Source: an optimization exercise on an open RTL-to-GDS flow (aim: a short achievable clock period and few clock cycles). Production flows keep margins and buffers that such runs may drop.
The RTL was checked by simulation tests, not by an equivalence proof against the original design.
No activity file was given, so power comes from the tool's default toggle rates.

// mips_pipeline
module mips_pipeline #(
  parameter logic [mips_pkg::xlen-1:0] reset_pc = '0
) (
  input  logic                      clk,
  input  logic                      reset,
  output logic [mips_pkg::xlen-1:0] pc,
  input  logic [mips_pkg::xlen-1:0] instr,
  output logic                      memwrite,
  output logic [mips_pkg::xlen-1:0] memaddr,
  output logic [mips_pkg::xlen-1:0] memwritedata,
  input  logic [mips_pkg::xlen-1:0] memreaddata
);
For scale: ~6500 cells after synthesis, about 160 I/O pins.
==> flow/config.mk <==
export PLATFORM = sky130hd
export DESIGN_NAME = mips_pipeline
export DESIGN_NICKNAME = mips_pipeline
export VERILOG_FILES = /design/flow/design.v
export SDC_FILE = /design/flow/constraint.sdc
export NUM_CORES = 4
export LEC_CHECK = 0
export CAP_MARGIN = 20
export CORE_MARGIN = 2
export CORE_UTILIZATION = 40
export SETUP_SLACK_MARGIN = 4
export SLEW_MARGIN = 20
==> flow/constraint.sdc <==
create_clock -name core_clock -period 6.5 [get_ports {clk}]
set_input_delay 1.3000 -clock core_clock [delete_from_list [all_inputs] [get_ports {clk}]]
set_output_delay 1.3000 -clock core_clock [all_outputs]
set_load 0.01 [all_outputs]
standard.sh (not shown) runs the stock make flow with config.mk's settings and CLKGATE_MAP_FILE= SYNTH_SCRIPT=/design/flow/synth_recipe.tcl, a recipe that flattens the netlist after the stock synthesis.
==> flow/flow/run.sh <==
#!/bin/bash
# Standard layout, except that Yosys does not map adders to the library's
# full- and half-adder cells (their carry outputs are slow); ABC maps that
# logic with the rest. Registers are untouched.
set -euo pipefail
bash standard.sh ADDER_MAP_FILE= finish > standard_flow.log 2>&1
The starting point produced a clean layout.
Testbench counts at the start, summed over its fixed seeds: cycles 51,992.
Change:
==> flow/run.sh (new file) <==
#!/bin/bash
# synth_recipe.tcl (not shown) runs the flow's synth.tcl, then flattens the netlist and writes it again
# the make line also repeats each setting of config.mk as NAME=value (left out here)
make -C /OpenROAD-flow-scripts/flow DESIGN_CONFIG=/design/flow/config.mk WORK_HOME=/design/flow/orfs CLKGATE_MAP_FILE= SYNTH_SCRIPT=/design/flow/synth_recipe.tcl finish
removed: flow/flow/run.sh
removed: flow/standard.sh
After rerunning:
- The changed run finished clean
- non-clock buffer count is lower by 19
- sequential share of layout area is lower by 0.74 points
- sequential power stays flat
- setup slack loses 15 ps
- critical path depth is unchanged
- first-iteration DRC count stays flat
- power is lower by 0.78%

Setup of the baseline:
mips_pipeline, a different RTL version from the one above (not shown whole).
For scale: ~5300 cells after synthesis, ~1400 flip-flops, ~160 I/O pins, about 70000 sq um of cells after synthesis.
## mips_pipeline
module mips_pipeline #(
  parameter logic [mips_pkg::xlen-1:0] reset_pc = '0
) (
  input  logic                      clk,
  input  logic                      reset,
  output logic [mips_pkg::xlen-1:0] pc,
  input  logic [mips_pkg::xlen-1:0] instr,
  output logic                      memwrite,
  output logic [mips_pkg::xlen-1:0] memaddr,
  output logic [mips_pkg::xlen-1:0] memwritedata,
  input  logic [mips_pkg::xlen-1:0] memreaddata
);
clock: 6.5 ns
lec_check: 0
abc_clock_period_in_ps: 2500
cap_margin: 20
core_margin: 2
core_utilization: 40
setup_slack_margin: 3.5
slew_margin: 20
run.sh (not shown) runs the stock make flow with config.mk's settings and CLKGATE_MAP_FILE= SYNTH_SCRIPT=/design/flow/synth_recipe.tcl, a recipe that flattens the netlist after the stock synthesis.
Stock flow here: none of the scripts above is used.
The baseline closes out successfully: all stages finished, all timing, DRC and antenna checks passed.
Testbench counts of the baseline, summed over its fixed seeds: cycles 51,992.
Edits applied to the flow inputs when going from the baseline to the candidate:
- clearing ABC_CLOCK_PERIOD_IN_PS, which used to be 2500
- clearing SETUP_SLACK_MARGIN, which used to be 3.5
[summary]
Compared with the baseline, in the candidate period utilization has increased, final design instance area without fill has decreased, final cell count has decreased. The baseline → the candidate: depth of the worst register-to-register path -1, final critical-path setup slack -1.01 ns, max-slew violation total from the final report ~0 delta, global-route usage -2.1 points, aggregate routed wire length -10%.

what the ideal ports hide:
How much do the figures lean on ideal ports? The routed layouts below were timed once more, with nothing changed but the port constraints. Step 1 (the two cells are an assumption about what drives the block):
set clk [get_ports {clk}]
set_driving_cell -lib_cell sky130_fd_sc_hd__clkbuf_16 $clk
set_driving_cell -lib_cell sky130_fd_sc_hd__buf_2 [delete_from_list [all_inputs] $clk]
Step 2 times the ports against the registers' clock, not the clock port: input delays grow and output delays shrink by t, the midpoint of the rising clock arrivals with the driver on. a / b / c = no drivers / after step 1 / after step 2; a / b = the first two.
run | t, ns | setup WS [ns] | worst hold slack (ns) | worst register clock-pin slew, ns
the first run of note 1 | 0.891 | 2.805 / 2.805 / 2.568 | 0.398 / 0.398 / 0.398 | 0.07 / 0.07
the second run of note 1 | 0.883 | 2.789 / 2.789 / 2.446 | 0.395 / 0.395 / 0.395 | 0.07 / 0.07
the baseline | 0.883 | 1.896 / 1.929 / 1.046 | 0.349 / 0.349 / 0.349 | 0.07 / 0.07
the candidate | 0.877 | 0.882 / 0.944 / 0.068 | 0.342 / 0.342 / 0.342 | 0.07 / 0.07
After both steps every run listed still meets setup and hold. The setup slack of the baseline, which loses most, moves by +0.033 ns with the drivers and by -0.850 ns with both steps.
